Source: an optimization exercise on an open RTL-to-GDS flow (aim: small area and a short achievable clock period). Production flows keep margins and buffers that such runs may drop.
Function was not checked in any run shown here: the RTL went through the layout flow alone.
Power figures rest on the tool's default switching activity, not on a simulated workload.

## flow/constraint.sdc

```tcl
create_clock -name core_clock -period 5.5 [get_ports {i_clk}]
set_input_delay 1.1000 -clock core_clock [delete_from_list [all_inputs] [get_ports {i_clk}]]
set_output_delay 1.1000 -clock core_clock [all_outputs]
set_load 0.01 [all_outputs]
```

## flow/design.v

```verilog
`default_nettype none
package book_types_pkg;
  localparam int KEY_BITS = 16;
  localparam int VOLUME_BITS = 16;
  localparam int LISTSIZE_W = 5;
  typedef logic [KEY_BITS-1:0] key_t;
  typedef logic [VOLUME_BITS-1:0] volume_t;
  typedef logic [LISTSIZE_W-1:0] listsize_t;
  typedef enum logic [1:0] {
    CMD_CLEAR   = 2'd0,
    CMD_ADD     = 2'd1,
    CMD_DELETE  = 2'd2,
    CMD_REPLACE = 2'd3
  } cmd_t;
endpackage
`default_nettype wire
`default_nettype none
package book_cfg_pkg;
  localparam int DEF_ENTRIES_N = 16;
  localparam bit DEF_IS_BID = 1'b1;
endpackage
`default_nettype wire
`timescale 1ns/1ps
`default_nettype none
module book_match_leaf_g (
  input  logic i_k,
  input  logic i_c_n,
  output logic o_g_n
);
  assign o_g_n = ~(i_k & i_c_n);
endmodule
module book_match_leaf_p (
  input  logic i_k,
  input  logic i_c_n,
  input  logic i_g_n,
  output logic o_p_n
);
  assign o_p_n = ~((i_k | i_c_n) & i_g_n);
endmodule
module book_match_node_t (
  input  logic i_g_h,
  input  logic i_p_h,
  input  logic i_g_l,
  input  logic i_p_l,
  output logic o_g_n,
  output logic o_p_n
);
  assign o_g_n = ~(i_g_h | (i_p_h & i_g_l));
  assign o_p_n = ~(i_p_h & i_p_l);
endmodule
module book_match_node_t_g (
  input  logic i_g_h,
  input  logic i_p_h,
  input  logic i_g_l,
  output logic o_g_n
);
  assign o_g_n = ~(i_g_h | (i_p_h & i_g_l));
endmodule
module book_match_node_n (
  input  logic i_g_h_n,
  input  logic i_p_h_n,
  input  logic i_g_l_n,
  input  logic i_p_l_n,
  output logic o_g,
  output logic o_p
);
  book_match_node_n_g u_g (.i_g_h_n(i_g_h_n), .i_p_h_n(i_p_h_n), .i_g_l_n(i_g_l_n), .o_g(o_g));
  book_g_nor2         u_p (.a(i_p_h_n), .b(i_p_l_n), .y(o_p));
endmodule
module book_match_node_n_g (
  input  logic i_g_h_n,
  input  logic i_p_h_n,
  input  logic i_g_l_n,
  output logic o_g
);
  assign o_g = ~(i_g_h_n & (i_p_h_n | i_g_l_n));
endmodule
module book_match_eq2 (
  input  logic [1:0] i_p_n,
  output logic       o_eq
);
  assign o_eq = ~|i_p_n;
endmodule
module book_match (
  input  book_types_pkg::key_t i_key_stored,
  input  book_types_pkg::key_t i_key_n,
  output logic                 o_gt_n,
  output logic [1:0]           o_eq8_n
);
  logic [15:0] g0_n, p0_n;
  logic [7:0]  g1, p1;
  logic [3:0]  g2_n, p2_n;
  logic [1:0]  g3, p3;
  logic        g4_n;
  for (genvar b = 0; b < 16; b++) begin : g_leaf
    book_match_leaf_g u_leaf_g (.i_k(i_key_stored[b]), .i_c_n(i_key_n[b]), .o_g_n(g0_n[b]));
    book_match_leaf_p u_leaf_p (.i_k(i_key_stored[b]), .i_c_n(i_key_n[b]), .i_g_n(g0_n[b]),
                                .o_p_n(p0_n[b]));
  end
  for (genvar j = 0; j < 8; j++) begin : g_l1
    if (j == 0) begin : g_g
      book_match_node_n_g u_node (.i_g_h_n(g0_n[1]), .i_p_h_n(p0_n[1]), .i_g_l_n(g0_n[0]), .o_g(g1[0]));
      assign p1[0] = 1'b0;
    end else begin : g_gp
      book_match_node_n u_node (
        .i_g_h_n(g0_n[2*j+1]), .i_p_h_n(p0_n[2*j+1]), .i_g_l_n(g0_n[2*j]), .i_p_l_n(p0_n[2*j]),
        .o_g(g1[j]), .o_p(p1[j]));
    end
  end
  for (genvar j = 0; j < 4; j++) begin : g_l2
    if (j == 0) begin : g_g
      book_match_node_t_g u_node (.i_g_h(g1[1]), .i_p_h(p1[1]), .i_g_l(g1[0]), .o_g_n(g2_n[0]));
      assign p2_n[0] = 1'b1;
    end else begin : g_gp
      book_match_node_t u_node (
        .i_g_h(g1[2*j+1]), .i_p_h(p1[2*j+1]), .i_g_l(g1[2*j]), .i_p_l(p1[2*j]),
        .o_g_n(g2_n[j]), .o_p_n(p2_n[j]));
    end
  end
  book_match_node_n_g u_l3_0 (.i_g_h_n(g2_n[1]), .i_p_h_n(p2_n[1]), .i_g_l_n(g2_n[0]), .o_g(g3[0]));
  book_match_node_n u_l3_1 (.i_g_h_n(g2_n[3]), .i_p_h_n(p2_n[3]), .i_g_l_n(g2_n[2]), .i_p_l_n(p2_n[2]),
                            .o_g(g3[1]), .o_p(p3[1]));
  assign p3[0] = 1'b0;
  book_match_node_t_g u_l4 (.i_g_h(g3[1]), .i_p_h(p3[1]), .i_g_l(g3[0]), .o_g_n(g4_n));
  logic [7:0] eq2;
  for (genvar q = 0; q < 8; q++) begin : g_eq
    book_match_eq2 u_eq (.i_p_n(p0_n[2*q +: 2]), .o_eq(eq2[q]));
  end
  book_g_nand4 u_eq8_0 (.a(eq2[0]), .b(eq2[1]), .c(eq2[2]), .d(eq2[3]), .y(o_eq8_n[0]));
  book_g_nand4 u_eq8_1 (.a(eq2[4]), .b(eq2[5]), .c(eq2[6]), .d(eq2[7]), .y(o_eq8_n[1]));
  assign o_gt_n = g4_n;
endmodule
`default_nettype wire
`timescale 1ns/1ps
`default_nettype none
module book_g_inv (input logic a, output logic y);
  assign y = ~a;
endmodule
module book_g_nor2 (input logic a, input logic b, output logic y);
  assign y = ~(a | b);
endmodule
module book_g_nor3 (input logic a, input logic b, input logic c, output logic y);
  assign y = ~(a | b | c);
endmodule
module book_g_nor4 (input logic a, input logic b, input logic c, input logic d, output logic y);
  assign y = ~(a | b | c | d);
endmodule
module book_g_nand2 (input logic a, input logic b, output logic y);
  assign y = ~(a & b);
endmodule
module book_g_nand3 (input logic a, input logic b, input logic c, output logic y);
  assign y = ~(a & b & c);
endmodule
module book_g_nand4 (input logic a, input logic b, input logic c, input logic d, output logic y);
  assign y = ~(a & b & c & d);
endmodule
module book_g_and4 (input logic a, input logic b, input logic c, input logic d, output logic y);
  assign y = a & b & c & d;
endmodule
module book_g_a21oi (input logic a1, input logic a2, input logic b, output logic y);
  assign y = ~((a1 & a2) | b);
endmodule
module book_g_a211oi (input logic a1, input logic a2, input logic b, input logic c, output logic y);
  assign y = ~((a1 & a2) | b | c);
endmodule
module book_g_o21ai (input logic a1, input logic a2, input logic b, output logic y);
  assign y = ~((a1 | a2) & b);
endmodule
module book_g_a21o (input logic a1, input logic a2, input logic b, output logic y);
  assign y = (a1 & a2) | b;
endmodule
module book_g_a221oi (input logic a1, input logic a2, input logic b1, input logic b2, input logic c,
                      output logic y);
  assign y = ~((a1 & a2) | (b1 & b2) | c);
endmodule
module book_g_a221o (input logic a1, input logic a2, input logic b1, input logic b2, input logic c,
                     output logic y);
  assign y = (a1 & a2) | (b1 & b2) | c;
endmodule
module book_g_a32o (input logic a1, input logic a2, input logic a3, input logic b1, input logic b2,
                    output logic y);
  assign y = (a1 & a2 & a3) | (b1 & b2);
endmodule
`default_nettype wire
`timescale 1ns/1ps
`default_nettype none
module book_entry_mux #(
  parameter bit HAS_UP = 1'b1,
  parameter bit HAS_DN = 1'b1
) (
  input  logic i_sel_ins,
  input  logic i_sel_up,
  input  logic i_sel_dn,
  input  logic i_sel_hold,
  input  logic i_ins,
  input  logic i_up,
  input  logic i_dn,
  input  logic i_hold,
  output logic o_nxt
);
  logic up_term, dn_term;
  assign up_term = HAS_UP ? (i_sel_up & i_up) : 1'b0;
  assign dn_term = HAS_DN ? (i_sel_dn & i_dn) : 1'b0;
  assign o_nxt = (i_sel_ins & i_ins) | up_term | dn_term | (i_sel_hold & i_hold);
endmodule
`default_nettype wire
`timescale 1ns/1ps
`default_nettype none
module book_top #(
  parameter int ENTRIES_N = book_cfg_pkg::DEF_ENTRIES_N,
  parameter bit IS_BID = book_cfg_pkg::DEF_IS_BID
) (
  input  logic                     i_clk,
  input  logic                     i_rst_n,
  input  logic                     i_cmd_vld,
  input  book_types_pkg::cmd_t                     i_cmd,
  input  book_types_pkg::key_t                     i_key,
  input  book_types_pkg::volume_t                  i_volume,
  output logic [ENTRIES_N-1:0]     o_vld,
  output book_types_pkg::key_t [ENTRIES_N-1:0]     o_keys,
  output book_types_pkg::volume_t [ENTRIES_N-1:0]  o_volumes,
  output book_types_pkg::listsize_t                o_listsize,
  output logic                     o_notify_vld,
  output book_types_pkg::key_t                     o_notify_key,
  output book_types_pkg::volume_t                  o_notify_volume
);
  localparam int N = 16;
  logic op_clr, op_add, op_del, op_rep;
  assign op_clr = i_cmd_vld && (i_cmd == book_types_pkg::CMD_CLEAR);
  assign op_add = i_cmd_vld && (i_cmd == book_types_pkg::CMD_ADD);
  assign op_del = i_cmd_vld && (i_cmd == book_types_pkg::CMD_DELETE);
  assign op_rep = i_cmd_vld && (i_cmd == book_types_pkg::CMD_REPLACE);
  logic add_n, del_n, rep_n;
  assign add_n = ~op_add;
  assign del_n = ~op_del;
  assign rep_n = ~op_rep;
  logic [N-1:0] vld_n;
  assign vld_n = ~o_vld;
  book_types_pkg::key_t key_n;
  assign key_n = ~i_key;
  logic [N-1:0] dv_n, rv_n;
  assign dv_n = ~({N{op_del}} & o_vld);
  assign rv_n = ~({N{op_rep}} & o_vld);
  logic [N-1:0] rv;
  assign rv = {N{op_rep}} & o_vld;
  logic [N-1:0] gt_n, eq, ge, keep, keep_n, dm, r_rep;
  logic [1:0] eq8_n [N];
  for (genvar i = 0; i < N; i++) begin : g_cmp
    book_match u_cmp (.i_key_stored(o_keys[i]), .i_key_n(key_n),
                      .o_gt_n(gt_n[i]), .o_eq8_n(eq8_n[i]));
    book_g_a221oi u_keep   (.a1(gt_n[i]), .a2(eq8_n[i][0]), .b1(gt_n[i]), .b2(eq8_n[i][1]),
                            .c(vld_n[i]), .y(keep[i]));
    book_g_o21ai  u_ge     (.a1(eq8_n[i][0]), .a2(eq8_n[i][1]), .b(gt_n[i]), .y(ge[i]));
    book_g_nand2  u_keep_n (.a(o_vld[i]), .b(ge[i]), .y(keep_n[i]));
    book_g_nor2   u_eq  (.a(eq8_n[i][0]), .b(eq8_n[i][1]), .y(eq[i]));
    book_g_nor3   u_dm  (.a(dv_n[i]), .b(eq8_n[i][0]), .c(eq8_n[i][1]), .y(dm[i]));
    book_g_nor3   u_rep (.a(rv_n[i]), .b(eq8_n[i][0]), .c(eq8_n[i][1]), .y(r_rep[i]));
  end
  logic [N-1:0] pn, sel_dn_k, sel_dn_v;
  logic [3:0] gn;
  for (genvar g = 0; g < 4; g++) begin : g_grp
    book_g_inv  u_p0 (.a(dm[4*g]), .y(pn[4*g]));
    book_g_nor2 u_p1 (.a(dm[4*g]), .b(dm[4*g+1]), .y(pn[4*g+1]));
    book_g_nor3 u_p2 (.a(dm[4*g]), .b(dm[4*g+1]), .c(dm[4*g+2]), .y(pn[4*g+2]));
    book_g_nor4 u_p3 (.a(dm[4*g]), .b(dm[4*g+1]), .c(dm[4*g+2]), .d(dm[4*g+3]), .y(pn[4*g+3]));
    assign gn[g] = pn[4*g+3];
  end
  for (genvar i = 0; i < N; i++) begin : g_dn
    localparam int G = i / 4;
    for (genvar c = 0; c < 2; c++) begin : g_copy
      logic s;
      if (G == 0) begin : g0
        book_g_inv   u_s (.a(pn[i]), .y(s));
      end else if (G == 1) begin : g1
        book_g_nand2 u_s (.a(pn[i]), .b(gn[0]), .y(s));
      end else if (G == 2) begin : g2
        book_g_nand3 u_s (.a(pn[i]), .b(gn[0]), .c(gn[1]), .y(s));
      end else begin : g3
        book_g_nand4 u_s (.a(pn[i]), .b(gn[0]), .c(gn[1]), .d(gn[2]), .y(s));
      end
      if (c == 0) begin : g_k
        assign sel_dn_k[i] = s;
      end else begin : g_v
        assign sel_dn_v[i] = s;
      end
    end
  end
  logic [N-1:0] sel_ins, sel_ins2, sel_vol, sel_up_k, sel_up_v, mv, hold_k, hold_v;
  for (genvar i = 0; i < N; i++) begin : g_sel
    book_g_nor2 u_mv (.a(add_n), .b(keep[i]), .y(mv[i]));
    if (i == 0) begin : g_head
      assign sel_ins[i] = mv[i];
      assign sel_ins2[i] = mv[i];
      assign sel_up_k[i] = 1'b0;
      assign sel_up_v[i] = 1'b0;
      assign sel_vol[i] = mv[i] | r_rep[i];
    end else begin : g_rest
      book_g_nor3 u_ins  (.a(add_n), .b(keep_n[i-1]), .c(keep[i]), .y(sel_ins[i]));
      book_g_nor3 u_ins2 (.a(add_n), .b(keep_n[i-1]), .c(keep[i]), .y(sel_ins2[i]));
      book_g_nor2 u_up_k (.a(add_n), .b(keep[i-1]), .y(sel_up_k[i]));
      book_g_nor2 u_up_v (.a(add_n), .b(keep[i-1]), .y(sel_up_v[i]));
      book_g_a32o u_vol (.a1(op_add), .a2(keep[i-1]), .a3(keep_n[i]), .b1(rv[i]), .b2(eq[i]),
                         .y(sel_vol[i]));
    end
    book_g_a21oi  u_hold_k (.a1(op_add), .a2(keep_n[i]), .b(sel_dn_k[i]), .y(hold_k[i]));
    book_g_a211oi u_hold_v (.a1(op_add), .a2(keep_n[i]), .b(sel_dn_v[i]), .c(r_rep[i]), .y(hold_v[i]));
  end
  book_types_pkg::key_t    [N-1:0] keys_nxt;
  book_types_pkg::volume_t [N-1:0] vols_nxt;
  for (genvar i = 0; i < N; i++) begin : g_ent
    for (genvar b = 0; b < 16; b++) begin : g_bit
      book_entry_mux #(.HAS_UP(i != 0), .HAS_DN(i != N-1)) u_kmux (
        .i_sel_ins((b < 8) ? sel_ins[i] : sel_ins2[i]), .i_sel_up(sel_up_k[i]), .i_sel_dn(sel_dn_k[i]), .i_sel_hold(hold_k[i]),
        .i_ins(i_key[b]), .i_up(o_keys[(i == 0) ? 0 : i-1][b]),
        .i_dn(o_keys[(i == N-1) ? i : i+1][b]), .i_hold(o_keys[i][b]),
        .o_nxt(keys_nxt[i][b]));
      book_entry_mux #(.HAS_UP(i != 0), .HAS_DN(i != N-1)) u_vmux (
        .i_sel_ins(sel_vol[i]), .i_sel_up(sel_up_v[i]), .i_sel_dn(sel_dn_v[i]), .i_sel_hold(hold_v[i]),
        .i_ins(i_volume[b]), .i_up(o_volumes[(i == 0) ? 0 : i-1][b]),
        .i_dn(o_volumes[(i == N-1) ? i : i+1][b]), .i_hold(o_volumes[i][b]),
        .o_nxt(vols_nxt[i][b]));
    end
  end
  logic [N-1:0] vld_nxt;
  always_comb begin
    for (int i = 0; i < N; i++) begin
      if (op_clr) vld_nxt[i] = 1'b0;
      else if (op_add) vld_nxt[i] = (i == 0) ? 1'b1 : o_vld[(i == 0) ? 0 : i-1];
      else if (sel_dn_k[i]) vld_nxt[i] = (i == N-1) ? 1'b0 : o_vld[(i == N-1) ? i : i+1];
      else vld_nxt[i] = o_vld[i];
    end
  end
  always_ff @(posedge i_clk or negedge i_rst_n) begin
    if (!i_rst_n) o_vld <= '0;
    else o_vld <= vld_nxt;
  end
  always_ff @(posedge i_clk) begin
    o_keys <= keys_nxt;
    o_volumes <= vols_nxt;
  end
  always_comb begin
    o_listsize = '0;
    for (int i = 0; i < N; i++) begin
      if (o_vld[i] && ((i == N-1) ? 1'b1 : !o_vld[(i == N-1) ? i : i+1])) o_listsize = book_types_pkg::listsize_t'(i + 1);
    end
  end
  logic head_change;
  assign head_change = (op_clr && o_vld[0]) || mv[0] || ((op_del || op_rep) && o_vld[0] && eq[0]);
  always_ff @(posedge i_clk or negedge i_rst_n) begin
    if (!i_rst_n) o_notify_vld <= 1'b0;
    else o_notify_vld <= head_change;
  end
  always_ff @(posedge i_clk) begin
    o_notify_key <= i_key;
    o_notify_volume <= op_clr ? '0 : (op_del ? o_volumes[0] : i_volume);
  end
endmodule
`default_nettype wire
```

## flow/flow/run.sh

```bash
#!/bin/bash
# Standard layout, with the smallest buffer on every input and output port
set -e
export BUFFER_PORTS_ARGS="-buffer_cell sky130_fd_sc_hd__buf_1"
bash standard.sh > standard.log 2>&1
```

## flow/config.mk

```make
export PLATFORM = sky130hd
export DESIGN_NAME = book_top
export DESIGN_NICKNAME = book_top
export VERILOG_FILES = /design/flow/design.v
export SDC_FILE = /design/flow/constraint.sdc
export NUM_CORES = 4
export LEC_CHECK = 0
export CAP_MARGIN = 20
export CORE_MARGIN = 2
export CORE_UTILIZATION = 40
export CTS_BUF_LIST = sky130_fd_sc_hd__clkbuf_8
export CTS_CLUSTER_DIAMETER = 50
export CTS_CLUSTER_SIZE = 16
export SETUP_SLACK_MARGIN = 2.0
export SLEW_MARGIN = 20
export SYNTH_HIERARCHICAL = 1
export TNS_END_PERCENT = 10
```

## flow/standard.sh

```bash
#!/bin/bash
# synth_recipe.tcl (not shown) runs the flow's synth.tcl, then flattens the netlist and writes it again
# the make line also repeats each setting of config.mk as NAME=value (left out here)
make -C /OpenROAD-flow-scripts/flow DESIGN_CONFIG=/design/flow/config.mk WORK_HOME=/design/flow/orfs CLKGATE_MAP_FILE= SYNTH_SCRIPT=/design/flow/synth_recipe.tcl "${@:-finish}"
```

==> summary.md, run 1 <==
The signal on the critical path passes through or2_1 > a311oi_1 > o41ai_2 > a21oi_1 > buf_1. Global routing consumed, over all layers together, 31.7% of the routing resources. The post-route worst hold slack is 0.356 ns. The via density per instance came out at 6.03. Of the available clock period, the critical path in the final layout requires 64.5%. For this configuration, the core starts out at a cell density of 40.4%.

The run gives 0.933 as the routability congestion estimate from global placement. Capture point of the worst reg-to-reg path: o_keys[175]$_DFF_P_. For the data arrival at the endpoint of the critical path, the log shows 2.45 ns. The maximum number of pins on one net before global-route repair is 84. For this run, the number of standard cells in the final layout without fillers is 5,458. Number of cells on the worst reg-to-reg path: 12. In this design, the stage delay of the slowest critical-path cell is 0.53 ns.

The number of warnings reported in the yosys synthesis log was 8; the global-route wire length before repair was 186 mm. The tools report the setup-violating endpoint count in the final report as 0. The root cell of the clock tree is clkbuf_8. The share of total power dissipated in the clock network is 25.2%. In this run the cell area of the synthesized design comes to 28,900 um^2. Setup repair after global routing could not meet its margin everywhere. STA classifies the critical path startpoint as a register. The worst-path cell with the longest stage delay is dfrtp_1. The placed instances occupy a cell area of 32,800 um^2. The upper clock frequency limit is 282 MHz, and the largest vdd supply drop is 0.274 mV. The layout overhead on the synthesized area was 25.9%; the net switching power of the design was 7130 uW. The die footprint is 74,400 um^2.

The headroom to the max-slew limit was 23.7%; the required time of the worst setup path was 4.40 ns. The worst register-to-register path begins at o_keys[53]$_DFF_P_. The worst register-to-register path has a setup slack of 2.59 ns. The type of the most critical hold path is primary input to asynchronous set/reset pin.

The number of hold violations in the final report was 0. The power density over cell area is 442 nW/um^2, and the number of iterations in the first detailed-routing pass is 9. The critical path is of the register to primary output type.

The clock transition at the registers of the reported paths came out at 0.08 ns. The number of antenna violations at the first check in global routing came out at 1. The remaining routing DRC violations was 0; the core region area was 71,500 um^2. The setup TNS after final layout came out at 0 ns. The sum of overflow across all layers after global routing was 0; the fraction of final layout cells with drive strength greater than 1 was 13.9%. After routing the design area is 36,400 um^2. The starting DRC count in detailed routing is 3,744, and the cell internal power dissipation is 8940 uW. At the pin with the least slew margin, the transition time is 1.14 ns. Port buffering added 602 buffers. In this run the deepest clock path goes through 3 buffers. Detailed placement finished with a half-perimeter wire length of 93.3 mm. The initialized floorplan defines 98 standard-cell rows. Counting every net in the synthesized netlist gives 3,651. 603 I/O pins were placed. Of all nets on the critical path, the largest fanout is 11. At the end of the flow, the number of nets in the layout was 4,477.

Of the total power, combinational logic draws 30.9%. Wires add up to 125 mm. The clock reaches the later pin of the worst-skew pair after 0.72 ns. The max-capacitance violation count is 0. The routed length per placed instance came out at 22.9 um. The width of the die is 273 um, and the number of global-route vias before repair is 30,000.

The H-tree was split into 3 levels. The final count of pins violating max slew was 0; the total clock sinks was 561. Number of CTS-inserted buffers: 80.

Of the total power, the share spent switching nets is 44.4%. The via count of the routed design is 32,900. TritonCTS built the clock tree. Across the routed clock network, the largest skew measured is 0.0577 ns.

The chip height was 273 um. The flow ran to the end and the layout has no timing, DRC or antenna violations. Number of cells produced by synthesis: 3,614. A synthesized cell averages 7.99 um^2. The total placed cells including tap cells was 5,196; the sequential share of power was 43.9%. Remaining number of nets flagged by the antenna check after routing: 0. STA classifies the critical path endpoint as a primary output. The leakage power came out at 0.0146 uW. After layout, the minimum clock period comes to 3.55 ns.
-- registers in the layout, summed over array words and instances, names as in the netlist --
signal	count
o_vld	16
o_volumes	256
o_keys	256
o_notify_volume	16
o_notify_vld	1
o_notify_key	16
-- power groups by stage --
| stage | clock [uW] | combinational, uW | sequential, uW |
|---|---|---|---|
| 2_1_floorplan | 0 | 2530 | 6910 |
| 3_3_place_gp | 0 | 4660 | 7130 |
| 3_5_place_dp | 0 | 4720 | 7110 |
| 4_1_cts | 4120 | 4860 | 7030 |
| 5_1_grt | 4300 | 5470 | 7210 |
| 6_report | 4050 | 4960 | 7060 |
-- critical path, delay by kind of cell (launching register included) --
kind	cells	cell delay, ns
buf+inv	1	0.19
compound gates	3	0.74
flops	1	0.53
simple gates	1	0.32
-- metrics by stage --
stage / worst slack [ns] / total power (uW) / utilization [%]
2_1_floorplan: 1.01 / 9440 / -
3_3_place_gp: 0.526 / 11800 / 45.8
3_5_place_dp: 0.437 / 11800 / 45.8
4_1_cts: 1.88 / 16000 / 50.0
5_1_grt: 1.86 / 17000 / 50.9
6_report: 1.95 / 16100 / 50.9
-- how the worst max path moves through the flow --
stage                         startpoint                     end  slack, ns  cells after the start
floorplan                       i_key[3]  o_volumes[192]$_DFF_P_       1.01                     10
global placement               i_key[15]  o_volumes[120]$_DFF_P_       0.53                     12
detailed placement              i_key[9]  o_volumes[126]$_DFF_P_       0.44                     12
CTS                             i_key[0]   o_volumes[11]$_DFF_P_       1.88                     12
global route                   i_key[11]   o_volumes[41]$_DFF_P_       1.86                     14
finish              o_vld[7]$_DFFE_PN0P_           o_listsize[1]       1.95                      5
-- repair_timing --
item	4_1_cts	5_1_grt
gates cloned	13	3
pin swaps	10	6
setup endpoints to repair	527	527
buffers inserted	55	37
endpoints found under the hold margin	0	0
resized for setup	83	36
hold buffers	0	0
-- routing by layer --
layer	global-route usage (%)	part of all wire [%]	wire length, um
met3	6.81	8.7	10900
met1	41.6	41	51500
met4	10.5	3.2	4050
met2	51.6	47	58400
met5	0	0	0
-- layout make-up --
type                    count  area, um^2
well taps                 950        1190
fillers                  7229       35100
flip-flops and latches    561       11300
repair buffers            755        3770
diodes                      1        2.50
multi-input cells        2901       17500
repair inverters           16         120
clock inverters            60         712
clock buffers              89        1220
inverters                 125         554
-- cell usage in the layout, fill, tap and decap left out, drive strengths merged, types with 67 or more instances in the layout --
cell	instances
a21oi	99
o21ai	451
clkbuf	97
nor3	67
nor2	327
a22oi	896
dfxtp	544
nand2	844
buf	747
inv	128
==> run 2, diff against run 1 <==
--- a/flow/config.mk
+++ b/flow/config.mk
@@ -11,7 +11,7 @@
 export CTS_BUF_LIST = sky130_fd_sc_hd__clkbuf_8
 export CTS_CLUSTER_DIAMETER = 50
 export CTS_CLUSTER_SIZE = 16
-export SETUP_SLACK_MARGIN = 2.0
+export SETUP_SLACK_MARGIN = 2.2
 export SLEW_MARGIN = 20
 export SYNTH_HIERARCHICAL = 1
 export TNS_END_PERCENT = 10
==> run 2 against run 1 <==
Effect of this change:
- wire length is 2.1% higher
- global-route usage is 0.27 points higher
- core utilization is 1.8 points higher
- non-clock buffer count is 84 higher
- die area stayed put
- critical endpoint unchanged
- setup slack better by 0.13 ns
- clock skew is 0.0023 ns lower
- highest routed layer unchanged
- synthesized area stayed put
- count of clock-buffer cells in the layout stayed put
- sequential share of layout area is 1.0 points lower
- cell area is 3.4% higher
- sequential power hardly changed
==> summary.md, run 2 <==
The run finished with no timing, DRC or antenna violations. Along the worst path, the maximum fanout reaches 10. For the core region area, the log shows 71,500 um^2. The die covers 74,400 um^2. Entering global routing, the biggest net connects 84 pins. The layout filler cell count came out at 7,068. The final count of pins violating max slew was 0.

Counting every sink on the clock net gives 561. Compared with the post-synthesis result, the final layout area differs by 30.3%. The placed instances occupy a cell area of 32,800 um^2. The library cell used most frequently in the layout, excluding fill and tap cells, is a22oi_1. For this design the ratio of total power to cell area is 431 nW/um^2.

The tool flagged a number of max-cap violations equal to 0. Counting cells, the worst reg-to-reg path comes to 14. For this run the aggregate overflow at the end of global routing stands at 0.

The tools report the capture point of the worst reg-to-reg path as o_keys[153]$_DFF_P_. In the final timing run, aggregate negative setup slack is 0 ns. The synthesized netlist occupies a cell area of 28,900 um^2. The tools report the global-route wire length before repair as 187 mm. Cells with a size suffix above 1 make up 16.3% of the layout. The chip height came out at 273 um. Clock skew on the completed layout was measured at 0.0554 ns. The tools report the total area of sequential cells as 11,300 um^2.

Routability-driven placement finished with a final weighted congestion of 0.933. Global routing consumed, over all layers together, 31.9% of the routing resources. The run gives 0 as the remaining routing DRC violations. The setup-violating endpoint count in the final report is 0, and the starting DRC count in detailed routing is 3,834.

The top cell types in the final layout, fill and taps aside, are a22oi_1 (895), nand2_1 (833), buf_1 (585), dfxtp_1 (544), o21ai_1 (410). The initialized floorplan defines 98 standard-cell rows. For this configuration, the core starts out at a cell density of 40.4%.

In the final routed layout, each cell accounts on average for 23.0 um. The run gives 0.0153 uW as the leakage power. At the pin with the least slew margin, the transition time is 1.15 ns.

In this run the critical register-to-register path is launched from o_keys[93]$_DFF_P_. The width of the die is 273 um, and the ratio of final minimum period to clock period is 62.2%. The tools report the root cell of the clock tree as clkbuf_8.

After clock tree synthesis, the clock-pin slew on the worst setup and hold paths is 0.09 ns. The via density per instance came out at 6.05. For the data arrival at the endpoint of the critical path, the log shows 2.32 ns. TritonCTS built the clock tree. The tools report the number of antenna violations at the first check in global routing as 1. Summing all non-filler instances in the final layout gives an area of 37,600 um^2. Required time of the worst setup path: 4.40 ns. The start-to-end type of the worst setup path was register to primary output.

The smallest clock period supported by the final layout is computed as 3.42 ns. The quantity of I/O buffers inserted on ports is 602, and the depth of the CTS H-tree is 3. For this run, the top clock speed supported by timing is 292 MHz. The count of nets left with antenna violations once routing finished came out at 0. The min-delay analysis places its worst path in the category primary input to asynchronous set/reset pin. The headroom to the max-slew limit is 23.5%. STA classifies the critical path endpoint as a primary output.

In this run the register-to-register setup slack is 2.66 ns. Setup repair after global routing could not meet its margin everywhere. The tools report the number of global-route vias before repair as 30,100.

Placed wire-length estimate: 93.3 mm. Yosys printed 8 warnings. Mean instance size in the synthesized netlist: 7.99 um^2. For the number of cells produced by synthesis, the log shows 3,614. Before antenna repair, the detailed router went through 10 iterations.

The final route contains 33,600 vias. VDD sags by at most 0.275 mV. The net count after synthesis was 3,651; the maximum count of clock buffers along a single path was 3. The top-level I/O count is 603. The tools report the startpoint type of the worst setup path as a register. The final layout contains 4,561 nets.

Total area of multi-input combinational cells: 17,900 um^2. The largest registers in the layout are o_keys: 256 flops, o_volumes: 256 flops. TritonCTS created 80 clock buffers.

The tools report the total wire length as 128 mm. The number of hold violations in the final report is 0. The tools report the insertion delay to the later sink of the worst-skew pair as 0.73 ns.
==> run 2: per-stage QoR <==
stage	setup slack, ns	utilization (%)	instances	power, uW	hold slack, ns
6_report	2.08	52.6	5542	16200	0.355
5_1_grt	1.97	52.6	5542	17100	0.330
4_1_cts	1.96	50.4	5432	16000	0.305
3_5_place_dp	0.437	45.8	5196	11800	0.505
3_3_place_gp	0.526	45.8	5195	11800	0.496
2_1_floorplan	1.01	-	3614	9440	0.511
==> run 2: critical path, stage by stage (launching register included) <==
cell and delay, ns:
dfrtp_2 0.49, or2_4 0.30, a311oi_2 0.31, o41ai_2 0.14, a21oi_2 0.22, buf_1 0.17
==> run 2: worst max-delay path by stage <==
| stage | startpoint | end |
|---|---|---|
| floorplan | i_key[3] | o_volumes[192]$_DFF_P_ |
| global placement | i_key[15] | o_volumes[120]$_DFF_P_ |
| detailed placement | i_key[9] | o_volumes[126]$_DFF_P_ |
| CTS | i_key[2] | o_volumes[11]$_DFF_P_ |
| global route | i_key[2] | o_volumes[111]$_DFF_P_ |
| finish | o_vld[8]$_DFFE_PN0P_ | o_listsize[1] |
==> run 2: layout make-up <==
type | instances | area share [%]
flip-flops and latches | 561 | 30.1
repair buffers | 839 | 12.2
diodes | 1 | 0.00665
repair inverters | 16 | 0.319
inverters | 125 | 1.48
multi-input cells | 2901 | 47.6
clock buffers | 89 | 3.25
clock inverters | 60 | 1.89
well taps | 950 | 3.16
==> run 2: routing by layer <==
| layer | GRT usage [%] | up-vias | routed length [um] |
|---|---|---|---|
| li1 | - | 15800 | - |
| met1 | 41.5 | 16100 | 51800 |
| met2 | 52.3 | 1424 | 59800 |
| met3 | 6.96 | 221 | 11400 |
| met4 | 11.0 | 0 | 4560 |
| met5 | 0 | - | 0 |
==> run 2: what timing repair did <==
| action | CTS | global route |
|---|---|---|
| gates resized for setup | 114 | 106 |
| pin swaps | 13 | 41 |
| cloned | 16 | 4 |
| buffers inserted | 71 | 101 |
| hold buffers | 0 | 0 |
| setup endpoints to repair | 531 | 528 |
==> run 2: where the power goes <==
part           internal [uW]  switching (uW)  leakage [uW]  total (uW)
clock                   2000            2050      0.000978        4060
combinational           1840            3290       0.00969        5130
sequential              5180            1870       0.00466        7050
==> run 3, diff against run 2 <==
--- a/flow/design.v
+++ b/flow/design.v
@@ -64,8 +64,8 @@
   output logic o_g,
   output logic o_p
 );
-  book_match_node_n_g u_g (.i_g_h_n(i_g_h_n), .i_p_h_n(i_p_h_n), .i_g_l_n(i_g_l_n), .o_g(o_g));
-  book_g_nor2         u_p (.a(i_p_h_n), .b(i_p_l_n), .y(o_p));
+  assign o_g = ~(i_g_h_n & (i_p_h_n | i_g_l_n));
+  assign o_p = ~(i_p_h_n | i_p_l_n);
 endmodule
 module book_match_node_n_g (
   input  logic i_g_h_n,
@@ -160,12 +160,6 @@
 module book_g_a21oi (input logic a1, input logic a2, input logic b, output logic y);
   assign y = ~((a1 & a2) | b);
 endmodule
-module book_g_a211oi (input logic a1, input logic a2, input logic b, input logic c, output logic y);
-  assign y = ~((a1 & a2) | b | c);
-endmodule
-module book_g_o21ai (input logic a1, input logic a2, input logic b, output logic y);
-  assign y = ~((a1 | a2) & b);
-endmodule
 module book_g_a21o (input logic a1, input logic a2, input logic b, output logic y);
   assign y = (a1 & a2) | b;
 endmodule
@@ -177,6 +171,12 @@
                      output logic y);
   assign y = (a1 & a2) | (b1 & b2) | c;
 endmodule
+module book_g_o21ai (input logic a1, input logic a2, input logic b, output logic y);
+  assign y = ~((a1 | a2) & b);
+endmodule
+module book_g_a22o (input logic a1, input logic a2, input logic b1, input logic b2, output logic y);
+  assign y = (a1 & a2) | (b1 & b2);
+endmodule
 module book_g_a32o (input logic a1, input logic a2, input logic a3, input logic b1, input logic b2,
                     output logic y);
   assign y = (a1 & a2 & a3) | (b1 & b2);
@@ -256,8 +256,9 @@
     book_g_nor3   u_dm  (.a(dv_n[i]), .b(eq8_n[i][0]), .c(eq8_n[i][1]), .y(dm[i]));
     book_g_nor3   u_rep (.a(rv_n[i]), .b(eq8_n[i][0]), .c(eq8_n[i][1]), .y(r_rep[i]));
   end
-  logic [N-1:0] pn, sel_dn_k, sel_dn_v;
+  logic [N-1:0] pn;
   logic [3:0] gn;
+  logic [3:0] sel_dn [N];
   for (genvar g = 0; g < 4; g++) begin : g_grp
     book_g_inv  u_p0 (.a(dm[4*g]), .y(pn[4*g]));
     book_g_nor2 u_p1 (.a(dm[4*g]), .b(dm[4*g+1]), .y(pn[4*g+1]));
@@ -267,55 +268,63 @@
   end
   for (genvar i = 0; i < N; i++) begin : g_dn
     localparam int G = i / 4;
-    for (genvar c = 0; c < 2; c++) begin : g_copy
-      logic s;
+    for (genvar c = 0; c < 4; c++) begin : g_copy
       if (G == 0) begin : g0
-        book_g_inv   u_s (.a(pn[i]), .y(s));
+        book_g_inv   u_s (.a(pn[i]), .y(sel_dn[i][c]));
       end else if (G == 1) begin : g1
-        book_g_nand2 u_s (.a(pn[i]), .b(gn[0]), .y(s));
+        book_g_nand2 u_s (.a(pn[i]), .b(gn[0]), .y(sel_dn[i][c]));
       end else if (G == 2) begin : g2
-        book_g_nand3 u_s (.a(pn[i]), .b(gn[0]), .c(gn[1]), .y(s));
+        book_g_nand3 u_s (.a(pn[i]), .b(gn[0]), .c(gn[1]), .y(sel_dn[i][c]));
       end else begin : g3
-        book_g_nand4 u_s (.a(pn[i]), .b(gn[0]), .c(gn[1]), .d(gn[2]), .y(s));
-      end
-      if (c == 0) begin : g_k
-        assign sel_dn_k[i] = s;
-      end else begin : g_v
-        assign sel_dn_v[i] = s;
+        book_g_nand4 u_s (.a(pn[i]), .b(gn[0]), .c(gn[1]), .d(gn[2]), .y(sel_dn[i][c]));
       end
     end
   end
-  logic [N-1:0] sel_ins, sel_ins2, sel_vol, sel_up_k, sel_up_v, mv, hold_k, hold_v;
+  logic [N-1:0] mv;
+  logic [3:0] sel_ins [N];
+  logic [3:0] sel_up [N];
+  logic [3:0] sel_hold [N];
   for (genvar i = 0; i < N; i++) begin : g_sel
     book_g_nor2 u_mv (.a(add_n), .b(keep[i]), .y(mv[i]));
-    if (i == 0) begin : g_head
-      assign sel_ins[i] = mv[i];
-      assign sel_ins2[i] = mv[i];
-      assign sel_up_k[i] = 1'b0;
-      assign sel_up_v[i] = 1'b0;
-      assign sel_vol[i] = mv[i] | r_rep[i];
-    end else begin : g_rest
-      book_g_nor3 u_ins  (.a(add_n), .b(keep_n[i-1]), .c(keep[i]), .y(sel_ins[i]));
-      book_g_nor3 u_ins2 (.a(add_n), .b(keep_n[i-1]), .c(keep[i]), .y(sel_ins2[i]));
-      book_g_nor2 u_up_k (.a(add_n), .b(keep[i-1]), .y(sel_up_k[i]));
-      book_g_nor2 u_up_v (.a(add_n), .b(keep[i-1]), .y(sel_up_v[i]));
-      book_g_a32o u_vol (.a1(op_add), .a2(keep[i-1]), .a3(keep_n[i]), .b1(rv[i]), .b2(eq[i]),
-                         .y(sel_vol[i]));
+    for (genvar c = 0; c < 4; c++) begin : g_copy
+      if (i == 0) begin : g_head
+        assign sel_up[i][c] = 1'b0;
+        if (c < 2) begin : g_k
+          book_g_nor2 u_ins (.a(add_n), .b(keep[i]), .y(sel_ins[i][c]));
+        end else begin : g_v
+          book_g_a22o u_ins (.a1(op_add), .a2(keep_n[i]), .b1(rv[i]), .b2(eq[i]), .y(sel_ins[i][c]));
+        end
+      end else begin : g_rest
+        book_g_nor2 u_up (.a(add_n), .b(keep[i-1]), .y(sel_up[i][c]));
+        if (c < 2) begin : g_k
+          book_g_nor3 u_ins (.a(add_n), .b(keep_n[i-1]), .c(keep[i]), .y(sel_ins[i][c]));
+        end else begin : g_v
+          book_g_a32o u_ins (.a1(op_add), .a2(keep[i-1]), .a3(keep_n[i]), .b1(rv[i]), .b2(eq[i]),
+                             .y(sel_ins[i][c]));
+        end
+      end
+      if (c < 2) begin : g_hk
+        book_g_nor2 u_hold (.a(mv[i]), .b(sel_dn[i][c]), .y(sel_hold[i][c]));
+      end else begin : g_hv
+        book_g_nor3 u_hold (.a(mv[i]), .b(sel_dn[i][c]), .c(r_rep[i]), .y(sel_hold[i][c]));
+      end
     end
-    book_g_a21oi  u_hold_k (.a1(op_add), .a2(keep_n[i]), .b(sel_dn_k[i]), .y(hold_k[i]));
-    book_g_a211oi u_hold_v (.a1(op_add), .a2(keep_n[i]), .b(sel_dn_v[i]), .c(r_rep[i]), .y(hold_v[i]));
   end
   book_types_pkg::key_t    [N-1:0] keys_nxt;
   book_types_pkg::volume_t [N-1:0] vols_nxt;
   for (genvar i = 0; i < N; i++) begin : g_ent
     for (genvar b = 0; b < 16; b++) begin : g_bit
+      localparam int CK = b / 8;
+      localparam int CV = 2 + b / 8;
       book_entry_mux #(.HAS_UP(i != 0), .HAS_DN(i != N-1)) u_kmux (
-        .i_sel_ins((b < 8) ? sel_ins[i] : sel_ins2[i]), .i_sel_up(sel_up_k[i]), .i_sel_dn(sel_dn_k[i]), .i_sel_hold(hold_k[i]),
+        .i_sel_ins(sel_ins[i][CK]), .i_sel_up(sel_up[i][CK]), .i_sel_dn(sel_dn[i][CK]),
+        .i_sel_hold(sel_hold[i][CK]),
         .i_ins(i_key[b]), .i_up(o_keys[(i == 0) ? 0 : i-1][b]),
         .i_dn(o_keys[(i == N-1) ? i : i+1][b]), .i_hold(o_keys[i][b]),
         .o_nxt(keys_nxt[i][b]));
       book_entry_mux #(.HAS_UP(i != 0), .HAS_DN(i != N-1)) u_vmux (
-        .i_sel_ins(sel_vol[i]), .i_sel_up(sel_up_v[i]), .i_sel_dn(sel_dn_v[i]), .i_sel_hold(hold_v[i]),
+        .i_sel_ins(sel_ins[i][CV]), .i_sel_up(sel_up[i][CV]), .i_sel_dn(sel_dn[i][CV]),
+        .i_sel_hold(sel_hold[i][CV]),
         .i_ins(i_volume[b]), .i_up(o_volumes[(i == 0) ? 0 : i-1][b]),
         .i_dn(o_volumes[(i == N-1) ? i : i+1][b]), .i_hold(o_volumes[i][b]),
         .o_nxt(vols_nxt[i][b]));
@@ -326,7 +335,7 @@
     for (int i = 0; i < N; i++) begin
       if (op_clr) vld_nxt[i] = 1'b0;
       else if (op_add) vld_nxt[i] = (i == 0) ? 1'b1 : o_vld[(i == 0) ? 0 : i-1];
-      else if (sel_dn_k[i]) vld_nxt[i] = (i == N-1) ? 1'b0 : o_vld[(i == N-1) ? i : i+1];
+      else if (sel_dn[i][0]) vld_nxt[i] = (i == N-1) ? 1'b0 : o_vld[(i == N-1) ? i : i+1];
       else vld_nxt[i] = o_vld[i];
     end
   end
@@ -338,11 +347,14 @@
     o_keys <= keys_nxt;
     o_volumes <= vols_nxt;
   end
-  always_comb begin
-    o_listsize = '0;
-    for (int i = 0; i < N; i++) begin
-      if (o_vld[i] && ((i == N-1) ? 1'b1 : !o_vld[(i == N-1) ? i : i+1])) o_listsize = book_types_pkg::listsize_t'(i + 1);
-    end
+  book_types_pkg::listsize_t size_inc, size_dec;
+  assign size_inc = o_listsize + 1'b1;
+  assign size_dec = o_listsize - 1'b1;
+  always_ff @(posedge i_clk or negedge i_rst_n) begin
+    if (!i_rst_n) o_listsize <= '0;
+    else if (op_clr) o_listsize <= '0;
+    else if (op_add && !o_vld[N-1]) o_listsize <= size_inc;
+    else if (sel_dn[N-1][0]) o_listsize <= size_dec;
   end
   logic head_change;
   assign head_change = (op_clr && o_vld[0]) || mv[0] || ((op_del || op_rep) && o_vld[0] && eq[0]);
--- a/flow/config.mk
+++ b/flow/config.mk
@@ -8,10 +8,7 @@
 export CAP_MARGIN = 20
 export CORE_MARGIN = 2
 export CORE_UTILIZATION = 40
-export CTS_BUF_LIST = sky130_fd_sc_hd__clkbuf_8
-export CTS_CLUSTER_DIAMETER = 50
-export CTS_CLUSTER_SIZE = 16
-export SETUP_SLACK_MARGIN = 2.2
+export SETUP_SLACK_MARGIN = 2.5
 export SLEW_MARGIN = 20
 export SYNTH_HIERARCHICAL = 1
 export TNS_END_PERCENT = 10
==> run 3 against run 2 <==
Effect of this change:
- critical path type is now primary input to register
- still clean
- setup slack improved by 0.15 ns
- sequential power fell by 12%
- flip-flop and latch count is 5 higher
- largest cell class unchanged
- critical endpoint is now o_volumes[88]$_DFF_P_
==> summary.md, run 3 <==
The flow ran to the end and the layout has no timing, DRC or antenna violations. The clock drives 566 sinks. The floorplan step set the die height to 278 um. For the total wire length, the log shows 157 mm. TritonCTS built the clock tree. The run gives 0.0243 ns as the post-route clock skew. The top cell types in the final layout, fill and taps aside, are a22oi_1 (875), nand2_1 (808), buf_1 (583), dfxtp_1 (544), nor2_1 (300). For this run, the top clock speed supported by timing is 306 MHz. STA classifies the critical path endpoint as a register. The count of buffers added on input and output ports is 602. The logs give 19.6% for the headroom to the max-slew limit and 35 for the maximum number of pins on one net before global-route repair. The leakage power was 0.0173 uW. Summing every instance area after synthesis gives 30,000 um^2. In the routed layout, each cell is associated on average with a via count of 6.46. Maximum count of clock buffers along a single path: 3. A synthesized cell averages 8.03 um^2. Walking the worst path, the cells encountered are buf_8 > clkinvlp_4 > buf_4 > clkbuf_16 > nand2_1 > o21ai_1 > o21ai_1 > a21oi_2 > o21ai_4 > a21oi_2 > a221oi_2 > buf_4 > buf_4 > a32o_2 > a22oi_1 > nand2_1. After global routing the overflow that remains totals 0.

Routability-driven placement finished with a final weighted congestion of 0.969. The number of antenna violations at the first check in global routing was 4. The first detailed-routing pass ran for 9 iterations.

The logs give 38.0% for the combined global-route utilization of all metal layers and 41,400 um^2 for the total non-filler cell area in the finished layout. The final layout contains 4,759 nets. The global-route wire length before repair was 223 mm; the fraction of final layout cells with drive strength greater than 1 was 23.3%. In the routed design, unresolved DRC markers number 0. Dividing the detail-routed wire length by the instance count gives 27.4 um.

The required time of the worst setup path is 6.07 ns. In this run the power density over the cells is 361 nW/um^2. The placed wire-length estimate was 113 mm; the final count of pins violating max slew was 0.

The number of cells produced by synthesis was 3,741. The tools report the net count after synthesis as 3,783. The logs give 0 ns for the setup TNS after final layout and 33,500 for the number of global-route vias before repair.

The detailed router finished its first iteration with 4,964 violations. In this run the cell area measured after placement is 34,100 um^2. Max-cap violations in this run came to 0. The largest single stage delay on the critical path is 0.37 ns.

The number of hold violations in the final report came out at 0. The tree is rooted in a clkbuf_16. Setup repair after global routing could not meet its margin everywhere. The largest registers in the layout are o_keys: 256 flops, o_volumes: 256 flops. The clock tree synthesis step divided the H-tree into 3 levels. The clock period could shrink to 3.27 ns. The clock transition at the registers of the reported paths was 0.07 ns; the slew at the pin closest to its max-slew limit was 1.21 ns. Once the floorplan was initialized, standard cells occupied 40.3% of the core. The core region area came out at 74,400 um^2.

Start-to-end type of the worst setup path: primary input to register. The type of the most critical hold path is register to register. VDD sags by at most 0.268 mV. The worst path uses 59.4% of the clock period.

Buffers inserted during clock tree synthesis total 69. The highest fanout seen on the critical path was 8; the top-level I/O count was 603. The die covers 77,300 um^2. The worst setup path is launched from a primary input. The most frequent cell on the critical path was buf_4.

The floorplan has 100 rows. The count of nets left with antenna violations once routing finished came out at 0. The completed layout was analyzed and its total power is 14,900 uW. The layout overhead on the synthesized area came out at 37.9%.

The slowest stage of the critical path is the a32o_2 cell. The die is 278 um wide. The via count of the routed design is 37,100, and the data arrival at the endpoint of the critical path is 3.83 ns.

Yosys printed 13 warnings. The logs give 0 for the setup-violating endpoint count in the final report and 0 for the post-cts hold buffer count. The run gives 7,118 as the layout filler cell count. The most common cell after layout, fill and taps aside was a22oi_1. The clock reaches the later pin of the worst-skew pair after 0.63 ns.
run 3: changes by cell type in the layout (fill, tap and decap cells not counted), moves of 31 or more:
| cell | before | now |
|---|---|---|
| o21ai_1 | 410 | 210 |
| o21ai_2 | 23 | 198 |
| clkbuf_8 | 89 | 10 |
| clkbuf_16 | 2 | 75 |
| nor2_4 | 1 | 42 |
| buf_6 | 7 | 47 |
| nand2_2 | 5 | 41 |
| nor3_4 | 26 | 57 |
run 3: worst max-delay path: cells and delay by family:
kind            cells  cell delay, ns
simple gates        2            0.17
compound gates      8            1.61
buf+inv             6            0.94
run 3: area by class of cell:
cell class / instances / area [um^2] / share of cell area, %
Clock inverter: 32 / 469 / 1.13
Tap cell: 969 / 1210 / 2.93
Clock buffer: 94 / 1940 / 4.69
Sequential cell: 566 / 11400 / 27.6
Inverter: 134 / 592 / 1.43
Multi-Input combinational cell: 3027 / 20000 / 48.3
Antenna cell: 1 / 2.50 / 0.00604
Timing Repair inverter: 10 / 75.1 / 0.181
Timing Repair Buffer: 909 / 5700 / 13.8
run 3: where the power goes:
| group | total, uW | internal [uW] | switching [uW] |
|---|---|---|---|
| Sequential | 6220 | 4840 | 1380 |
| Clock | 4900 | 2930 | 1970 |
| Combinational | 3810 | 1390 | 2420 |
| Total | 14900 | 9160 | 5780 |
run 3: timing repair:
action                                  4_1_cts  5_1_grt
resized for setup                           304      263
cloned                                       14        9
pin swaps                                   105       72
buffers inserted                            181       54
endpoints found under the setup margin      534      532
run 3: final timing paths:
check	from	end	slack (ns)	cells past startpoint
min in group asynchronous	i_rst_n	o_vld[13]$_DFFE_PN0P_	0.61	1
min reg2reg	o_volumes[8]$_DFF_P_	o_notify_volume[8]$_SDFF_PP0_	0.50	2
max	i_key[1]	o_volumes[88]$_DFF_P_	2.23	16
max reg2reg	o_keys[60]$_DFF_P_	o_keys[134]$_DFF_P_	2.66	12
min	o_volumes[8]$_DFF_P_	o_notify_volume[8]$_SDFF_PP0_	0.50	2
max in group asynchronous	i_rst_n	o_vld[1]$_DFFE_PN0P_	4.30	1
run 3: metal layers:
metal  vias to the layer above  share of wire [%]  GRT usage (%)
met4                         8                6.1           20.2
met2                      2498                 44           58.1
met1                     17700                 38           49.1
met3                       505                 12           9.96
met5                         -              0.027              0
li1                      16400                  -              -
run 3: per-stage QoR:
step | cells | util [%] | setup slack, ns | hold slack, ns
after floorplan | 3741 | - | 0.867 | 0.499
after global placement | 5356 | 45.9 | 0.280 | 0.490
after detailed placement | 5357 | 45.9 | 0.221 | 0.495
after CTS | 5678 | 53.2 | 2.42 | 0.501
after global routing | 5741 | 55.6 | 2.16 | 0.523
final | 5742 | 55.6 | 2.23 | 0.500
==> run 4, diff against run 3 <==
--- a/flow/config.mk
+++ b/flow/config.mk
@@ -8,7 +8,7 @@
 export CAP_MARGIN = 20
 export CORE_MARGIN = 2
 export CORE_UTILIZATION = 40
-export SETUP_SLACK_MARGIN = 2.5
+export SETUP_SLACK_MARGIN = 2.0
 export SLEW_MARGIN = 20
 export SYNTH_HIERARCHICAL = 1
 export TNS_END_PERCENT = 10
==> run 4 against run 3 <==
Effect of this change:
- still clean on timing, DRC and antenna
- clock skew is 0.0054 ns higher
- synthesized area is the same
- setup slack got worse by 0.37 ns
- wire length down 3.7%
- via count is 3.3% lower
- cell area decreased by 7.2%
- sequential power decreased by 0.8%
- sequential share of layout area up 2.2 points
- fmax fell by 10%
- flip-flop and latch count is the same
==> summary.md, run 4 <==
The flow ran to the end and the layout has no timing, DRC or antenna violations. The number of global-route vias before repair was 32,500. Wires add up to 152 mm.

In this run the mean area of a mapped cell was 8.03 um^2. Max-cap violations in this run came to 0. The fraction of final layout cells with drive strength greater than 1 is 17.2%, and the routability congestion estimate from global placement is 0.969. The count of nets left with antenna violations once routing finished came out at 0.

Walking the worst path, the cells encountered are buf_1 > clkinvlp_4 > buf_4 > o21ai_1 > nor2_1 > nand4_1 > nor3_2 > nor3_2 > nand3_2 > nor2_2 > a22oi_1 > nand2_1. The layout overhead on the synthesized area came out at 28.0%. Setup repair after global routing could not meet its margin everywhere. TritonCTS built the clock tree.

The destination of the critical timing path was o_keys[166]$_DFF_P_. The run gives 7,499 as the layout filler cell count. The tools report the cell row count as 100. Counting instances, the worst hold path has a depth of 2.

When the netlist entered floorplanning its net count stood at 3,783. The logic depth of the worst setup path including buffers works out to 12. The first global-routing pass estimated 218 mm of wire. Routed length per placed instance: 27.0 um. The global-route met3 utilization was 9.38%. After detailed routing, the number of vias per cell comes to 6.38. The worst path uses 66.0% of the clock period. In this run the tightest slew margin relative to its limit is 20.8%. Dividing total power by cell area gives a power density of 380 nW/um^2.

The number of clock buffers added by TritonCTS is 69. The origin of the critical flop-to-flop path is o_keys[59]$_DFF_P_. The die is 278 um wide. The number of warnings reported in the yosys synthesis log is 13, and the number of hold violations in the final report is 0. Leaving out fill and tap cells, the most frequent cell in the layout is a22oi_1. Among the stages of the critical path, the cell type that occurs most often is nor3_2. Final hold analysis gives a worst-case slack of 0.503 ns. The worst register-to-register path ends at o_keys[120]$_DFF_P_. The run gives 0 as the final count of pins violating max slew. Data arrives at the worst endpoint at 4.20 ns. The layer carrying the most global-route usage is met2. The chip height works out to 278 um.

The largest registers in the layout are o_keys: 256 flops, o_volumes: 256 flops. For the sum of overflow across all layers after global routing, the log shows 0. The setup TNS after final layout was 0 ns; the reg2reg setup slack was 2.37 ns. The logs give 0 for the remaining routing DRC violations and 6.07 ns for the required time of the worst setup path. The fraction of met2 tracks used by global routing was 56.5%; the depth of the CTS H-tree was 3.

The worst setup path is captured at a register. Across all layers, the routed design uses 35,900 vias. Global routing used 37.1% of the available tracks. The worst-case IR drop observed on VDD is 0.268 mV. For this design, the slowest cell found on the critical path is nor3_2. Counting both buffers and inverters, the worst setup path holds a total of 3. Of all nets on the critical path, the largest fanout is 16. The top-level I/O count is 603, and the upper clock frequency limit is 275 MHz. The tools report the post-route clock skew as 0.0298 ns. The die covers 77,300 um^2. The tools report the total clock sinks as 566.

The start-to-end type of the worst setup path was primary input to register. For this run, the detailed router's first-pass iteration total came to 6. The maximum count of clock buffers along a single path is 3. The repair_antennas step left the layout with diodes totalling 0.

The slew at the pin closest to its max-slew limit came out at 1.19 ns. For the number of antenna violations at the first check in global routing, the log shows 4. Summing all multi-input logic gate instances after layout gives 18,800 um^2. The shortest clock period the worst path allows after layout was 3.63 ns. Root cell of the clock tree: clkbuf_16. During placement, the flow inserted port buffers numbering 602. Type of the most critical hold path: register to register. The logs give 0.64 ns for the insertion delay to the later sink of the worst-skew pair and 0.0159 uW for the leakage power. Maximum number of pins on one net before global-route repair: 53. Detailed placement ended at an HPWL of 113 mm. The run gives 11,400 um^2 as the total area of sequential cells.

The net count reported at finish is 4,642. Measured in cells, the most critical reg-to-reg path has a length of 12. The first element of the critical path was i_key[7].

The largest single stage delay on the critical path is 0.56 ns. The synthesized netlist occupies a cell area of 30,000 um^2. The clock transition at the registers of the reported paths was 0.06 ns; the effective utilization at floorplan was 40.3%. Setup violations remaining at the end of the flow were counted as 0. Dominant delay contributor by cell family on the critical path: simple AND/OR/NAND/NOR gates.

The logs give 4,758 for the starting DRC count in detailed routing and 48.7% for the met1 capacity usage during global routing. STA classifies the critical path startpoint as a primary input. The library cells used most frequently in the layout, excluding fill and tap cells, are a22oi_1 (896), nand2_1 (841), buf_1 (590), dfxtp_1 (544), nor2_1 (340). The floorplan step defined a core boundary enclosing 74,400 um^2. The number of cells produced by synthesis is 3,741.
run 4: cell count changes in the layout (fill, tap and decap cells not counted), moves of 30 or more:
cell / delta
buf_12: -37
nor2_1: +40
o21ai_1: +77
buf_6: -44
nand2_1: +33
o21ai_2: -52
buf_4: -30
run 4: timing repair:
item                                    4_1_cts  5_1_grt
hold endpoints to repair                      0        0
resized for setup                            71      105
pin swaps                                    27       33
endpoints found under the setup margin      532      530
gates cloned                                 10        1
setup buffers                                91       39
hold buffers                                  0        0
run 4: layer usage:
| metal | share of wire [%] | routed length, um |
|---|---|---|
| met4 | 5.8 | 8840 |
| met2 | 43 | 65900 |
| met1 | 39 | 59100 |
| met5 | 0.028 | 43 |
| met3 | 12 | 17800 |
run 4: how the worst min path moves through the flow:
stage | endpoint | from | slack [ns]
after floorplan | o_notify_volume[0]$_SDFF_PP0_ | o_volumes[0]$_DFF_P_ | 0.50
after global placement | o_notify_volume[8]$_SDFF_PP0_ | o_volumes[8]$_DFF_P_ | 0.49
after detailed placement | o_notify_volume[8]$_SDFF_PP0_ | o_volumes[8]$_DFF_P_ | 0.49
after CTS | o_notify_volume[8]$_SDFF_PP0_ | o_volumes[8]$_DFF_P_ | 0.50
after global routing | o_notify_volume[8]$_SDFF_PP0_ | o_volumes[8]$_DFF_P_ | 0.52
final | o_notify_volume[8]$_SDFF_PP0_ | o_volumes[8]$_DFF_P_ | 0.50
run 4: worst register-to-register path, stage by stage, from the launching register on:
cell and delay (ns):
dfxtp_1 0.50, nand2_1 0.14, o21ai_1 0.18, nor2_1 0.09, nand4_1 0.31, nor3_2 0.10
nor4_4 0.32, buf_4 0.17, clkbuf_16 0.22, nand2_1 0.38, nor2_2 0.47, a22oi_1 0.13
nand2_1 0.09
run 4: cell type report:
type / instances / share of cell area (%)
Clock buffer: 94 / 5.05
Clock inverter: 32 / 1.22
Inverter: 134 / 1.47
Multi-Input combinational cell: 3026 / 48.9
Sequential cell: 566 / 29.8
Tap cell: 969 / 3.15
Timing Repair Buffer: 793 / 10.2
Timing Repair inverter: 10 / 0.195
run 4: per-stage QoR:
step	worst slack, ns	std cells	power [uW]	instance area [um^2]	utilization [%]
3_3_place_gp	0.280	5356	9510	34100	45.9
3_5_place_dp	0.221	5357	9550	34100	45.9
2_1_floorplan	0.867	3741	7810	30300	-
4_1_cts	1.82	5584	14500	37700	50.6
5_1_grt	1.80	5624	15200	38400	51.6
6_report	1.87	5624	14600	38400	51.6
run 4: report_power, final:
group	internal [uW]	switching (uW)
sequential	4840	1330
clock	2930	1970
combinational	1230	2280
==> run 5, diff against run 4 <==
--- a/flow/design.v
+++ b/flow/design.v
@@ -236,17 +236,21 @@
   assign rep_n = ~op_rep;
   logic [N-1:0] vld_n;
   assign vld_n = ~o_vld;
-  book_types_pkg::key_t key_n;
-  assign key_n = ~i_key;
+  book_types_pkg::key_t key_n [4];
+  for (genvar q = 0; q < 4; q++) begin : g_key_n
+    for (genvar b = 0; b < 16; b++) begin : g_bit
+      book_g_inv u_inv (.a(i_key[b]), .y(key_n[q][b]));
+    end
+  end
   logic [N-1:0] dv_n, rv_n;
   assign dv_n = ~({N{op_del}} & o_vld);
   assign rv_n = ~({N{op_rep}} & o_vld);
   logic [N-1:0] rv;
   assign rv = {N{op_rep}} & o_vld;
-  logic [N-1:0] gt_n, eq, ge, keep, keep_n, dm, r_rep;
+  logic [N-1:0] gt_n, eq, ge, keep, keep_n, dm, dm2, r_rep;
   logic [1:0] eq8_n [N];
   for (genvar i = 0; i < N; i++) begin : g_cmp
-    book_match u_cmp (.i_key_stored(o_keys[i]), .i_key_n(key_n),
+    book_match u_cmp (.i_key_stored(o_keys[i]), .i_key_n(key_n[i / 4]),
                       .o_gt_n(gt_n[i]), .o_eq8_n(eq8_n[i]));
     book_g_a221oi u_keep   (.a1(gt_n[i]), .a2(eq8_n[i][0]), .b1(gt_n[i]), .b2(eq8_n[i][1]),
                             .c(vld_n[i]), .y(keep[i]));
@@ -254,21 +258,28 @@
     book_g_nand2  u_keep_n (.a(o_vld[i]), .b(ge[i]), .y(keep_n[i]));
     book_g_nor2   u_eq  (.a(eq8_n[i][0]), .b(eq8_n[i][1]), .y(eq[i]));
     book_g_nor3   u_dm  (.a(dv_n[i]), .b(eq8_n[i][0]), .c(eq8_n[i][1]), .y(dm[i]));
+    book_g_nor3   u_dm2 (.a(dv_n[i]), .b(eq8_n[i][0]), .c(eq8_n[i][1]), .y(dm2[i]));
     book_g_nor3   u_rep (.a(rv_n[i]), .b(eq8_n[i][0]), .c(eq8_n[i][1]), .y(r_rep[i]));
   end
-  logic [N-1:0] pn;
-  logic [3:0] gn;
   logic [3:0] sel_dn [N];
-  for (genvar g = 0; g < 4; g++) begin : g_grp
-    book_g_inv  u_p0 (.a(dm[4*g]), .y(pn[4*g]));
-    book_g_nor2 u_p1 (.a(dm[4*g]), .b(dm[4*g+1]), .y(pn[4*g+1]));
-    book_g_nor3 u_p2 (.a(dm[4*g]), .b(dm[4*g+1]), .c(dm[4*g+2]), .y(pn[4*g+2]));
-    book_g_nor4 u_p3 (.a(dm[4*g]), .b(dm[4*g+1]), .c(dm[4*g+2]), .d(dm[4*g+3]), .y(pn[4*g+3]));
-    assign gn[g] = pn[4*g+3];
-  end
-  for (genvar i = 0; i < N; i++) begin : g_dn
-    localparam int G = i / 4;
-    for (genvar c = 0; c < 4; c++) begin : g_copy
+  for (genvar c = 0; c < 4; c++) begin : g_pfx
+    logic [N-1:0] pn;
+    logic [3:0] gn;
+    logic [N-1:0] d;
+    if (c % 2 == 0) begin : g_d0
+      assign d = dm;
+    end else begin : g_d1
+      assign d = dm2;
+    end
+    for (genvar g = 0; g < 4; g++) begin : g_grp
+      book_g_inv  u_p0 (.a(d[4*g]), .y(pn[4*g]));
+      book_g_nor2 u_p1 (.a(d[4*g]), .b(d[4*g+1]), .y(pn[4*g+1]));
+      book_g_nor3 u_p2 (.a(d[4*g]), .b(d[4*g+1]), .c(d[4*g+2]), .y(pn[4*g+2]));
+      book_g_nor4 u_p3 (.a(d[4*g]), .b(d[4*g+1]), .c(d[4*g+2]), .d(d[4*g+3]), .y(pn[4*g+3]));
+      assign gn[g] = pn[4*g+3];
+    end
+    for (genvar i = 0; i < N; i++) begin : g_dn
+      localparam int G = i / 4;
       if (G == 0) begin : g0
         book_g_inv   u_s (.a(pn[i]), .y(sel_dn[i][c]));
       end else if (G == 1) begin : g1
==> run 5 against run 4 <==
Effect of this change:
- still clean on timing, DRC and antenna
- via count is 3.3% lower
- critical path depth up 5
- setup slack gained 0.14 ns
- fmax is 4.0% higher
- global-route usage down 5.5 points
- worst hold slack got worse by 0.034 ns
- count of clock-buffer cells in the layout shrank 3
- sequential power shrank 2%
- flip-flop and latch count unchanged
- synthesized cell count is 3.0% higher
- critical path type unchanged
==> summary.md, run 5 <==
The detail route stage leaves a number of antenna-violating nets equal to 0. The sequential share of power was 42.1%. The start-to-end type of the worst setup path is primary input to register. Of the available clock period, the critical path in the final layout requires 63.5%. For this run, the number of Yosys warnings is 14.

The leakage power is 0.0163 uW, and the setup-violating endpoint count in the final report is 0. The number of placed instances, taps included, is 5,556. The chip height was 281 um.

0 antenna diodes ended up in the layout. The logs give 31.6% for the combined global-route utilization of all metal layers and 20.7% for the headroom to the max-slew limit. After routing, the total negative slack on setup checks comes to 0 ns. The largest registers in the layout are o_keys: 256 flops, o_volumes: 256 flops. The tools report the top-level I/O count as 603.

The tightest min-delay check is of the primary input to asynchronous set/reset pin type. In the layout the commonest cells are a22oi_1 (896), nand2_1 (847), buf_1 (596), dfxtp_1 (544), nor2_1 (358). Row generation in the floorplan step produced 101 rows. Once detailed placement completed, the half-perimeter wirelength came to 104 mm.

STA puts the critical path data required time at 6.00 ns. The tools report the setup slack after layout as 2.01 ns. The total wire length was 132 mm. From synthesis to final layout, the design area changed by 26.4%.

The mean instance size in the synthesized netlist came out at 7.98 um^2. The run gives 0.928 as the routability congestion estimate from global placement. The total area of sequential cells came out at 11,400 um^2. The layout filler cell count came out at 7,648.

The initial utilization of the core area, before any placement, comes to 40.5%. The run gives 0.257 mV as the largest vdd supply drop. For the final count of pins violating max slew, the log shows 0.

The cell sitting at the root of the clock tree is a clkbuf_16. For this run, the post-layout net count is 4,736. Dividing the detail-routed via count by the number of cells gives 6.00. For this design the ratio of total power to cell area is 369 nW/um^2.

The logs give 566 for the total clock sinks and 3 for the depth of the CTS H-tree. Entering global routing, the biggest net connects 63 pins. The number of hold violations in the final report is 0, and the via count of the routed design is 34,700. The number of nets handed over by synthesis was 3,895. The first routing iteration left 3,387 violations. For the total power after layout, the log shows 14,300 uW. For this run, the top clock speed supported by timing is 286 MHz. The net switching power of the design is 5400 uW.

The cell internal power dissipation came out at 8920 uW. The worst setup path is launched from a primary input. After clock tree synthesis, the clock-pin slew on the worst setup and hold paths is 0.06 ns. Timing analysis after detailed placement gives a worst setup slack of 0.373 ns. Along the worst path, the maximum fanout reaches 20. The tools report the remaining routing DRC violations as 0. Sum of overflow across all layers after global routing: 0.

The run gives 7 as the number of iterations in the first detailed-routing pass. Shortest clock period the worst path allows after layout: 3.49 ns. In the final routed layout, each cell accounts on average for 22.8 um.

The run gives 0 as the max-capacitance violation count. After synthesis the cells add up to 30,700 um^2. The final instance count without filler cells was 5,775; the global-route wire length before repair was 194 mm. The run gives 0 as the number of antenna violations at the first check in global routing. The most common cell after layout, fill and taps aside is a22oi_1.

The number of cells produced by synthesis came out at 3,853. The region available for standard cell placement spans 75,900 um^2. The logs give 79,100 um^2 for the die footprint and 33.7% for the fraction of power consumed by the clock network. TritonCTS built the clock tree. The tools report the post-cts hold buffer count as 0. Setup repair after global routing could not meet its margin everywhere. Of the cells placed in the final design, the portion with a size suffix greater than 1 is 16.1%. The run finished with no timing, DRC or antenna violations. The number of clock buffers added by TritonCTS is 69. For the proportion of power drawn by combinational gates, the log shows 24.2%.

STA classifies the critical path endpoint as a register. The slew at the pin closest to its max-slew limit is 1.19 ns, and the number of global-route vias before repair is 31,400. For the final database, setup skew stands at 0.0229 ns. Clock latency on the worst-skew pair, taken at its later pin, is 0.62 ns. For the data arrival at the endpoint of the critical path, the log shows 3.99 ns. In this run the horizontal extent of the chip is 281 um. In the final layout, the multi-input gates occupy 19,300 um^2. The switching portion of total power was 37.7%; the maximum count of clock buffers along a single path was 3. During placement, the flow inserted port buffers numbering 602.
## run 5: repair_timing
action,4_1_cts,5_1_grt
buffers inserted,45,51
pin swaps,25,52
resized for setup,71,105
endpoints found under the setup margin,500,518
## run 5: final cells by class
cell class	count	share of cell area, %
inverters	194	1.89
clock buffers	91	4.99
flip-flops and latches	566	29.5
multi-input cells	3078	49.6
well taps	1030	3.32
clock inverters	31	1.10
repair buffers	785	9.66
## run 5: per-layer routing
| metal | part of all wire, % | track usage, % | vias to the layer above |
|---|---|---|---|
| li1 | - | - | 16400 |
| met4 | 2.9 | 10.1 | 0 |
| met2 | 45 | 49.2 | 1384 |
| met1 | 42 | 42.3 | 16700 |
| met5 | 0 | 0 | - |
| met3 | 9.9 | 8.43 | 186 |
## run 5: path summary, 6_finish.rpt
kind	startpoint	to	slack, ns	depth (start not counted)
worst max-delay path	i_key[7]	o_volumes[224]$_DFF_P_	2.01	17
worst min-delay path	i_rst_n	o_vld[1]$_DFFE_PN0P_	0.47	2
worst max register to register	o_keys[61]$_DFF_P_	o_keys[85]$_DFF_P_	2.58	13
worst min register to register	o_volumes[14]$_DFF_P_	o_notify_volume[14]$_SDFF_PP0_	0.50	2
max in group asynchronous	i_rst_n	o_vld[9]$_DFFE_PN0P_	4.75	2
min in group core_clock	o_volumes[14]$_DFF_P_	o_notify_volume[14]$_SDFF_PP0_	0.50	2
## run 5: power groups by stage
stage	combinational (uW)	sequential (uW)	clock (uW)
after global routing	3820	6120	5060
after floorplan	1790	6010	0
after detailed placement	3350	6090	0
final	3470	6030	4830
after CTS	3380	6000	4890
after global placement	3300	6090	0
## run 5: through the flow
step,instance area [um^2],hold slack (ns),util [%]
6_report,38800,0.469,51.1
3_3_place_gp,34900,0.482,45.9
5_1_grt,38800,0.492,51.1
4_1_cts,37900,0.458,50.0
2_1_floorplan,30800,0.499,-
3_5_place_dp,34900,0.487,45.9
## run 5: worst max-delay path: stages
cell	delay, ns
buf_1	0.21
buf_6	0.27
inv_1	0.19
nand2_1	0.15
o21ai_2	0.08
nor2_1	0.21
nand4_1	0.11
buf_4	0.18
nor3_4	0.35
nor4_2	0.11
buf_4	0.20
nand4_1	0.13
buf_4	0.22
nor3_4	0.07
buf_12	0.15
a22oi_1	0.16
nand2_1	0.07

Check on run 5: ideal ports give 2.007 ns setup slack; a clkbuf_16 on the clock port and buf_2 on the inputs give 1.995 ns; moving port delays by the midpoint clock arrival (0.675 ns) as well gives 1.321 ns.
